This design comes from an exercise in tuning for small area, a short achievable clock period and few clock cycles on the open sky130 flow, not from production work.
The clock port is modelled as an ideal driver, which makes a skipped or thinned clock tree look cheaper than it is; a real chip needs a root buffer or a tree.
Power and IR drop assume default switching activity.

== v6 ==
==> flow/design.v <==
module phase_synthesizer #(
  parameter int ADDR_WIDTH  = 11,
  parameter int PHASE_WIDTH = 24,
  parameter int MAG_WIDTH   = 16,
  parameter int RATIO_WIDTH = 16,
  parameter int RATIO_FRAC  = 12
) (
  input  logic                   clock,
  input  logic                   reset,
  input  logic [PHASE_WIDTH-1:0] phase,
  input  logic [PHASE_WIDTH-1:0] phase_last,
  input  logic                   phases_valid,
  input  logic [ADDR_WIDTH-1:0]  k_max,
  input  logic [MAG_WIDTH-1:0]   magnitude,
  input  logic [RATIO_WIDTH-1:0] pitch_ratio,
  output logic [47:0]            m_tdata,
  output logic                   m_tvalid,
  input  logic                   m_tready,
  output logic                   m_tlast,
  output logic [15:0]            m_tuser,
  output logic                   busy,
  output logic [7:0]             dropped_count
);
  logic [23:0] ph_q, pl_q;       
  logic [10:0] k_q;              
  logic [15:0] r_q, mag_q;
  logic [23:0] sn_acc_q;         
  logic [14:0] ms_q;             
  logic [15:0] mc_q;             
  logic        bw_q, ac_q;       
  logic [5:0]  cyc_q;            
  logic        x_q, p_q;         
  logic        clr_q, op_q;      
  logic        nphase_q, negd_q, accv_q;
  logic        busy_q, tvalid_q, tlast_q;
  logic        cap_q;            
  logic        hit_a_q, hit_b_q, hit_c_q, nph_a_q, nph_b_q, nph_c_q, nph_d_q;
  logic        up_q;             
  logic [10:0] tu_q;
  logic [7:0]  drop_q;
  logic c_rdy;
  assign c_rdy = cyc_q == 6'd61;
  logic dsum, dbor;
  assign dsum = ph_q[0] ^ ~pl_q[0] ^ bw_q;
  assign dbor = (ph_q[0] & ~pl_q[0]) | (ph_q[0] & bw_q) | (~pl_q[0] & bw_q);
  logic        x_d;
  logic [15:0] sin, cin, fsum, fcar;
  logic        vnz;
  assign x_d = busy_q ? (((cyc_q < 6'd10) & k_q[1]) | (~nphase_q & (cyc_q >= 6'd23) & (cyc_q < 6'd59) & ph_q[1]))
                      : (phases_valid & k_max[0]);
  always_comb begin
    for (int j = 0; j < 16; j++) begin
      sin[j] = (j < 15) ? ms_q[j] : 1'b0;
      cin[j] = mc_q[j];
      if (j < 3 && clr_q) begin
        sin[j] = 1'b0;
        cin[j] = 1'b0;
      end
      {fcar[j], fsum[j]} = {1'b0, sin[j]} + {1'b0, cin[j]} + {1'b0, r_q[j] & x_q};
    end
  end
  assign vnz = |{ms_q[2:0], mc_q[2:0]};
  logic aa, ab, asum, acar;
  assign aa   = accv_q & ~(sn_acc_q[0] ^ negd_q);
  assign ab   = p_q & ~nphase_q;
  assign asum = aa ^ ab ^ ac_q;
  assign acar = (aa & ab) | (aa & ac_q) | (ab & ac_q);
  logic [10:0] tn;
  logic        up, hitn, phitn, fin, adv, load, negstart, updend;
  assign up      = up_q;
  assign tn      = tu_q + 11'd1;
  assign hitn    = k_q == 11'h000;
  logic [10:0] kstep;
  logic [11:0] kcar;
  always_comb begin
    kcar[0] = 1'b1;
    for (int i = 0; i < 11; i++) begin
      kstep[i]   = k_q[i] ^ kcar[i];
      kcar[i+1]  = kcar[i] & ~(k_q[i] ^ up);
    end
  end
  assign phitn   = hitn & ~tlast_q;
  assign fin     = tvalid_q & m_tready & tlast_q;
  assign adv     = tvalid_q ? (m_tready & ~tlast_q) : (busy_q & (~tlast_q | (cyc_q >= 6'd26)));
  assign load    = adv & ~(phitn & ~c_rdy);
  assign negstart = tvalid_q & m_tready & ~nph_a_q & ~tu_q[10];
  assign updend  = op_q & (cyc_q == 6'd60) & ~nphase_q;
  always_ff @(posedge clock or posedge reset) begin
    if (reset) cap_q <= 1'b1;
    else if (cap_q) cap_q <= ~phases_valid;
    else if (fin) cap_q <= 1'b1;
  end
  always_ff @(posedge clock) begin
    if (cap_q) begin
      ph_q    <= phase;
      pl_q    <= phase_last;
      k_q     <= k_max;
      r_q     <= pitch_ratio;
      mag_q   <= magnitude;
      bw_q    <= 1'b1;
      cyc_q   <= '0;
      nphase_q <= 1'b0;
      tu_q    <= '1;
      tlast_q <= 1'b1;
      up_q    <= 1'b0;
    end else begin
      ph_q <= {(cyc_q >= 6'd24) ? ph_q[23] : dsum, ph_q[23:1]};
      pl_q <= {1'b0, pl_q[23:1]};
      bw_q <= dbor;
      if (cyc_q <= 6'd23) k_q <= {p_q, k_q[10:1]};
      else if (clr_q) k_q[10] <= k_q[10] | p_q | vnz;
      else if (cyc_q == 6'd25) k_q <= {1'b0, k_q[9:0] | {10{k_q[10]}}};
      else if (load) k_q <= kstep;
      if (negstart) cyc_q <= 6'd35;
      else if (!c_rdy) cyc_q <= cyc_q + 6'd1;
      if (negstart) nphase_q <= 1'b1;
      if (load) begin
        tu_q    <= tn;
        tlast_q <= &tn;
        up_q    <= tn[10] | &tn[9:0];
      end
    end
    p_q   <= fsum[0];
    clr_q <= busy_q & (cyc_q == 6'd23);
    op_q  <= busy_q & (cyc_q >= 6'd36) & (cyc_q <= 6'd59);
    if (op_q) sn_acc_q <= {~asum, sn_acc_q[23:1]};
    ac_q <= op_q ? acar : negd_q;
  end
  always_ff @(posedge clock or posedge reset) begin
    if (reset) begin
      hit_a_q <= 1'b0;
      nph_a_q <= 1'b0;
    end else if (load) begin
      hit_a_q <= hitn;
      nph_a_q <= ~phitn;
    end
  end
  always_ff @(posedge clock or posedge reset) begin
    if (reset) begin
      hit_b_q <= 1'b0;
      nph_b_q <= 1'b0;
    end else if (load) begin
      hit_b_q <= hitn;
      nph_b_q <= ~phitn;
    end else if (!tvalid_q) begin
      hit_b_q <= 1'b0;
      nph_b_q <= 1'b1;
    end
  end
  always_ff @(posedge clock or posedge reset) begin
    if (reset) begin
      hit_c_q <= 1'b0;
      nph_c_q <= 1'b0;
    end else if (load) begin
      hit_c_q <= hitn;
      nph_c_q <= ~phitn;
    end else if (cap_q) begin
      hit_c_q <= 1'b0;
      nph_c_q <= 1'b1;
    end
  end
  always_ff @(posedge clock or posedge reset) begin
    if (reset) nph_d_q <= 1'b0;
    else if (load) nph_d_q <= ~phitn;
    else if (fin) nph_d_q <= 1'b1;
  end
  always_ff @(posedge clock or posedge reset) begin
    if (reset) begin
      ms_q <= '0;
      mc_q <= '0;
    end else begin
      ms_q <= fsum[15:1];
      mc_q <= fcar;
    end
  end
  always_ff @(posedge clock or posedge reset) begin
    if (reset) begin
      busy_q   <= 1'b0;
      x_q      <= 1'b0;
      tvalid_q <= 1'b0;
      drop_q   <= '0;
      accv_q   <= 1'b0;
      negd_q   <= 1'b0;
    end else begin
      if (phases_valid && busy_q && (drop_q != 8'hFF)) drop_q <= drop_q + 8'd1;
      x_q <= x_d;
      if (!busy_q) busy_q <= phases_valid;
      else if (fin) busy_q <= 1'b0;
      if (fin) tvalid_q <= 1'b0;
      else if (adv) tvalid_q <= load;
      if (updend) accv_q <= 1'b1;
      if (negstart) negd_q <= 1'b1;
      else if (updend) negd_q <= 1'b0;
    end
  end
  assign m_tdata       = {8'h00, mag_q[15:11] & {5{hit_c_q}}, mag_q[10:5] & {6{hit_b_q}},
                          mag_q[4:0] & {5{hit_a_q}},
                          ~(sn_acc_q[23:18] | {6{nph_d_q}}), ~(sn_acc_q[17:12] | {6{nph_c_q}}),
                          ~(sn_acc_q[11:6] | {6{nph_b_q}}), ~(sn_acc_q[5:0] | {6{nph_a_q}})};
  assign m_tvalid      = tvalid_q;
  assign m_tlast       = tlast_q;
  assign m_tuser       = {5'h00, tu_q};
  assign busy          = busy_q;
  assign dropped_count = drop_q;
endmodule
clock: 7.0 ns
lec_check: 0
cap_margin: 20
core_margin: 2
core_utilization: 50
setup_slack_margin: 4.4
slew_margin: 20
standard.sh (not shown) runs the stock make flow with config.mk's settings and CLKGATE_MAP_FILE= SYNTH_SCRIPT=/design/flow/synth_recipe.tcl, a recipe that flattens the netlist after the stock synthesis.
==> flow/flow/run.sh <==
#!/bin/bash
set -euo pipefail
here=$(pwd)
export BUFFER_PORTS_ARGS="-buffer_cell sky130_fd_sc_hd__buf_1"
export SKIP_REPAIR_TIE_FANOUT=1
export PRE_CTS_TCL="$here/flow/pre_cts.tcl"
bash standard.sh finish > standard_make.log 2>&1
Other scripts of this flow, unchanged in this note and not shown: flow/flow/mycts.tcl, flow/flow/pre_cts.tcl
Inputs modified between v6 and v7:
--- a/flow/design.v
+++ b/flow/design.v
@@ -35,6 +35,5 @@
   logic        busy_q, tvalid_q, tlast_q;
   logic        cap_q;            
-  logic        hit_a_q, hit_b_q, hit_c_q, nph_a_q, nph_b_q, nph_c_q, nph_d_q;
-  logic        up_q;             
+  logic        hit_a_q, hit_b_q, nph_a_q, nph_b_q, nph_c_q;
   logic [10:0] tu_q;
   logic [7:0]  drop_q;
@@ -68,6 +67,6 @@
   logic [10:0] tn;
   logic        up, hitn, phitn, fin, adv, load, negstart, updend;
-  assign up      = up_q;
   assign tn      = tu_q + 11'd1;
+  assign up      = (tu_q[10] | (&tu_q[9:0])) & ~tlast_q;
   assign hitn    = k_q == 11'h000;
   logic [10:0] kstep;
@@ -103,5 +102,4 @@
       tu_q    <= '1;
       tlast_q <= 1'b1;
-      up_q    <= 1'b0;
     end else begin
       ph_q <= {(cyc_q >= 6'd24) ? ph_q[23] : dsum, ph_q[23:1]};
@@ -118,5 +116,4 @@
         tu_q    <= tn;
         tlast_q <= &tn;
-        up_q    <= tn[10] | &tn[9:0];
       end
     end
@@ -149,19 +146,7 @@
   end
   always_ff @(posedge clock or posedge reset) begin
-    if (reset) begin
-      hit_c_q <= 1'b0;
-      nph_c_q <= 1'b0;
-    end else if (load) begin
-      hit_c_q <= hitn;
-      nph_c_q <= ~phitn;
-    end else if (cap_q) begin
-      hit_c_q <= 1'b0;
-      nph_c_q <= 1'b1;
-    end
-  end
-  always_ff @(posedge clock or posedge reset) begin
-    if (reset) nph_d_q <= 1'b0;
-    else if (load) nph_d_q <= ~phitn;
-    else if (fin) nph_d_q <= 1'b1;
+    if (reset) nph_c_q <= 1'b0;
+    else if (load) nph_c_q <= ~phitn;
+    else if (!busy_q) nph_c_q <= 1'b1;
   end
   always_ff @(posedge clock or posedge reset) begin
@@ -194,8 +179,7 @@
     end
   end
-  assign m_tdata       = {8'h00, mag_q[15:11] & {5{hit_c_q}}, mag_q[10:5] & {6{hit_b_q}},
-                          mag_q[4:0] & {5{hit_a_q}},
-                          ~(sn_acc_q[23:18] | {6{nph_d_q}}), ~(sn_acc_q[17:12] | {6{nph_c_q}}),
-                          ~(sn_acc_q[11:6] | {6{nph_b_q}}), ~(sn_acc_q[5:0] | {6{nph_a_q}})};
+  assign m_tdata       = {8'h00, mag_q[15:8] & {8{hit_b_q}}, mag_q[7:0] & {8{hit_a_q}},
+                          ~(sn_acc_q[23:16] | {8{nph_c_q}}), ~(sn_acc_q[15:8] | {8{nph_b_q}}),
+                          ~(sn_acc_q[7:0] | {8{nph_a_q}})};
   assign m_tvalid      = tvalid_q;
   assign m_tlast       = tlast_q;
Findings:
Reported for v6 and v7, final hold violation count turned out identical to the last digit.
Re die extent in y: v6 and v7 aren't equal, and the lower value belongs to v6.
In v7 relative to v6, sequential cell count had gone down slightly.
Sort v6 and v7 by vias after detailed routing asc -> top: v6
The area used by multi-input combinational logic of v6 and that of v7 are within noise of each other.
Post-synthesis average cell area, v6 and v7: lower on v7
Global-route wire length before repair for v7 is higher than for v6.
Summary of v7 over v6: pin count of the biggest net entering global routing -18, routed wire length increased by 110 um relative to the old numbers, overall power lower, share of cells above drive strength 1 shrank by 0.41 points, part of the total power dissipated in the clock network +5.9 points.
Final period demand of the worst path delta (v7 − v6): unfavourable
Synthesis-stage register bit count: v7 vs v6 down 1.6%
Function was not checked in any run of this note: the RTL went through the layout flow alone. No run of this note takes its clock network from TritonCTS; it comes from the design's own scripts or RTL.

[re-timing with driven ports]
No port has a modelled driver above. Below, the same layouts with a new extraction and two added sets of constraints.
Step 1: set_driving_cell puts a clkbuf_16 on clock and a buf_2 on each other input, an assumption about the parent block.
Step 2 moves the port delays by t, midway between the first and last clock arrival at a register: inputs arrive t later, outputs are due t later. That takes back most of the time a late clock gives input paths.
Three values: ideal ports, drivers, drivers and shift; two values: the first two.
run	t (ns)	setup slack, ns	worst hold slack (ns)
v6	0.364	4.472 / 4.440 / 4.260	0.450 / 0.450 / 0.450
v7	0.362	4.374 / 4.303 / 4.313	0.452 / 0.452 / 0.452
After both steps setup and hold are still met in every run listed. The setup slack of v6, which loses most, moves by -0.032 ns with the drivers and by -0.212 ns with both steps.
